Source: an optimization exercise on an open RTL-to-GDS flow (aim: small area, a short achievable clock period and few clock cycles per item). Production flows keep margins and buffers that such runs may drop. RTL that was checked went through simulation tests only; none was proved equivalent to the original.

## matvec3
module matvec3
(
    input  logic               clk,
    input  logic               reset,
    input  logic               input_valid,
    output logic               input_ready,
    input  logic signed [13:0] input_data,
    output logic               output_valid,
    input  logic               output_ready,
    output logic signed [27:0] output_data
);
    logic [3:0]         ph;        
    logic signed [13:0] ring [12];
    logic signed [13:0] ring0_d;
    logic signed [13:0] x_n;       
    logic [6:0]         one_q;     
    logic [6:0]         two_q;
    logic [6:0]         neg_q;
    logic [3:0]         wc;
    logic               active;    
    logic [3:0]         pi;        
    logic [1:0]         pc;        
    logic [1:0]         xl;        
    logic               fire_d;
    logic               first_d;
    logic               last_d;
    logic [27:0]        s_q;
    logic [27:0]        c_q;
    logic [27:0]        e_q;
    logic [27:0]        acc;
    logic [27:0]        s_d;
    logic [27:0]        c_d;
    logic [27:0]        e_d;
    logic [3:0]         pi_ph;     
    logic [3:0]         ph_n;
    logic [3:0]         wc_n;
    logic               active_n;
    logic [3:0]         pi_n;
    logic [1:0]         pc_n;
    logic [1:0]         xl_n;
    logic               ready_n;
    logic accept;
    logic fire;
    logic cancel;
    logic retire;
    function automatic logic slot_free(input logic [3:0] w, input logic act,
                                       input logic [3:0] p);
  ...
Size: ~1500 cells after synthesis, about 290 flip-flops, ~48 I/O pins.
Settings: LEC_CHECK=0, ABC_AREA=1, CAP_MARGIN=20, CORE_MARGIN=2, CORE_UTILIZATION=40, CTS_BUF_LIST=sky130_fd_sc_hd__clkbuf_8, CTS_CLUSTER_SIZE=40, SETUP_SLACK_MARGIN=4.0, SLEW_MARGIN=20; clock period 7.0 ns.
standard.sh (not shown) runs the stock make flow with config.mk's settings and CLKGATE_MAP_FILE= SYNTH_SCRIPT=/design/flow/synth_recipe.tcl, a recipe that flattens the netlist after the stock synthesis.
==> flow/flow/run.sh <==
#!/bin/bash
# The standard layout (standard.sh) with two changes:
# - clock tree synthesis adds no dummy loads to balance the tree;
# - the port buffers are buf_1 cells.
set -o pipefail
export CTS_ARGS="-sink_clustering_enable -repair_clock_nets -sink_clustering_size 40 -buf_list sky130_fd_sc_hd__clkbuf_8 -dont_use_dummy_load"
export BUFFER_PORTS_ARGS="-buffer_cell sky130_fd_sc_hd__buf_1"
bash standard.sh > standard.log 2>&1
The starting point produced a clean layout.
Testbench counts at the start, summed over its fixed seeds: cycles 4,680, items 1,152.
Change:
- SETUP_SLACK_MARGIN: 4.0 -> 4.05
Effect:
- setup slack is better by 0.037 ns
- via count hardly moves
- cell area rises by 0.58%
- clock skew falls by 0.013 ns
- critical path depth rises by 3
Change:
==> flow/flow/run.sh (replaced) <==
#!/bin/bash
# The standard layout (standard.sh) with three changes:
# - synthesis skips the quick abc pass inside yosys's synth command
#   (SYNTH_ARGS=-noabc), so the adder cells are extracted from the design's
#   own full-adder logic; the registers are the standard synthesis's;
# - clock tree synthesis adds no dummy loads to balance the tree;
# - the port buffers are buf_1 cells.
set -o pipefail
export SYNTH_ARGS="-noabc"
export CTS_ARGS="-sink_clustering_enable -repair_clock_nets -sink_clustering_size 40 -buf_list sky130_fd_sc_hd__clkbuf_8 -dont_use_dummy_load"
export BUFFER_PORTS_ARGS="-buffer_cell sky130_fd_sc_hd__buf_1"
bash standard.sh > standard.log 2>&1
- SETUP_SLACK_MARGIN: 4.05 -> 4.1
Area after synthesis falls by 0.98%.
Count of clock-buffer cells in the layout came out higher by 1.
Setup slack is better by 0.0068 ns.
Wire length increases by 0.42%.

---

## the baseline
matvec3, a different RTL version from the one above (not shown whole).
For scale: ~1600 cells after synthesis, ~280 flip-flops, roughly 48 I/O pins.
Settings: LEC_CHECK=0, CAP_MARGIN=20, CORE_MARGIN=2, CORE_UTILIZATION=40, SETUP_SLACK_MARGIN=4.0, SLEW_MARGIN=20; clock period 7.0 ns.
run.sh (not shown) runs the stock make flow with config.mk's settings and CLKGATE_MAP_FILE= SYNTH_SCRIPT=/design/flow/synth_recipe.tcl, a recipe that flattens the netlist after the stock synthesis.
Stock flow here: none of the scripts above is used.
The baseline went all the way through the flow, and no timing, DRC or antenna check failed.
Changes in the candidate relative to the baseline:
diff --git a/flow/config.mk b/flow/config.mk
--- a/flow/config.mk
+++ b/flow/config.mk
@@ -6,7 +6,7 @@
 export NUM_CORES = 4
 export LEC_CHECK = 0
+export ABC_AREA = 1
 export CAP_MARGIN = 20
 export CORE_MARGIN = 2
 export CORE_UTILIZATION = 40
-export SETUP_SLACK_MARGIN = 4.0
 export SLEW_MARGIN = 20
[summary]
In the flow results for the candidate and the baseline, the routed metal-1 wire length is smaller on the candidate.
The candidate vs the baseline, gate count after technology mapping went down by 199.
Looking at clock tree buffer count of the final layout across the candidate and the baseline, the one that comes out higher is the candidate.
STATUS floorplan die area: the candidate wins against the baseline
The candidate ends up with lower instance area at placement than the baseline does.
In the candidate, the synthesis-to-finish area growth came out 21 points below the value in the baseline.
Compared with the baseline, in the candidate via count lost 3515; number of well taps lost 20.
No functional check of the RTL was part of any run of this note.

## re-timing with driven ports
In the flow no input, the clock included, has a driving cell. The finished layouts below were timed again as built, in two steps.
Step 1, drivers: a clkbuf_16 drives clk and a buf_2 each remaining input, both assumed.
Step 2 adds t to the input delays and takes it off the output delays; t is the mean of the earliest and latest rising clock arrival at the registers after step 1. Input paths then give back, and output paths get back, about the clock's delay inside the block.
a / b / c = no drivers / after step 1 / after step 2; a / b = the first two.
| run | t, ns | setup slack, ns | hold WS [ns] | latest minus earliest clock arrival (ns) |
|---|---|---|---|---|
| the first run of note 1 | 0.596 | 4.100 / 4.100 / 3.594 | 0.312 / 0.312 / 0.312 | 0.069 / 0.068 |
| the second run of note 1 | 0.589 | 4.138 / 4.138 / 3.646 | 0.291 / 0.291 / 0.291 | 0.051 / 0.052 |
| the third run of note 1 | 0.581 | 4.144 / 4.144 / 3.653 | 0.314 / 0.314 / 0.314 | 0.049 / 0.049 |
| the baseline | 0.615 | 3.543 / 3.495 / 3.429 | 0.321 / 0.321 / 0.321 | 0.016 / 0.017 |
| the candidate | 0.600 | 2.627 / 2.627 / 2.627 | 0.323 / 0.323 / 0.323 | 0.038 / 0.038 |
After both steps every run listed still meets setup and hold. The setup slack of the first run of note 1, which loses most, moves by 0.000 ns with the drivers and by -0.506 ns with both steps.
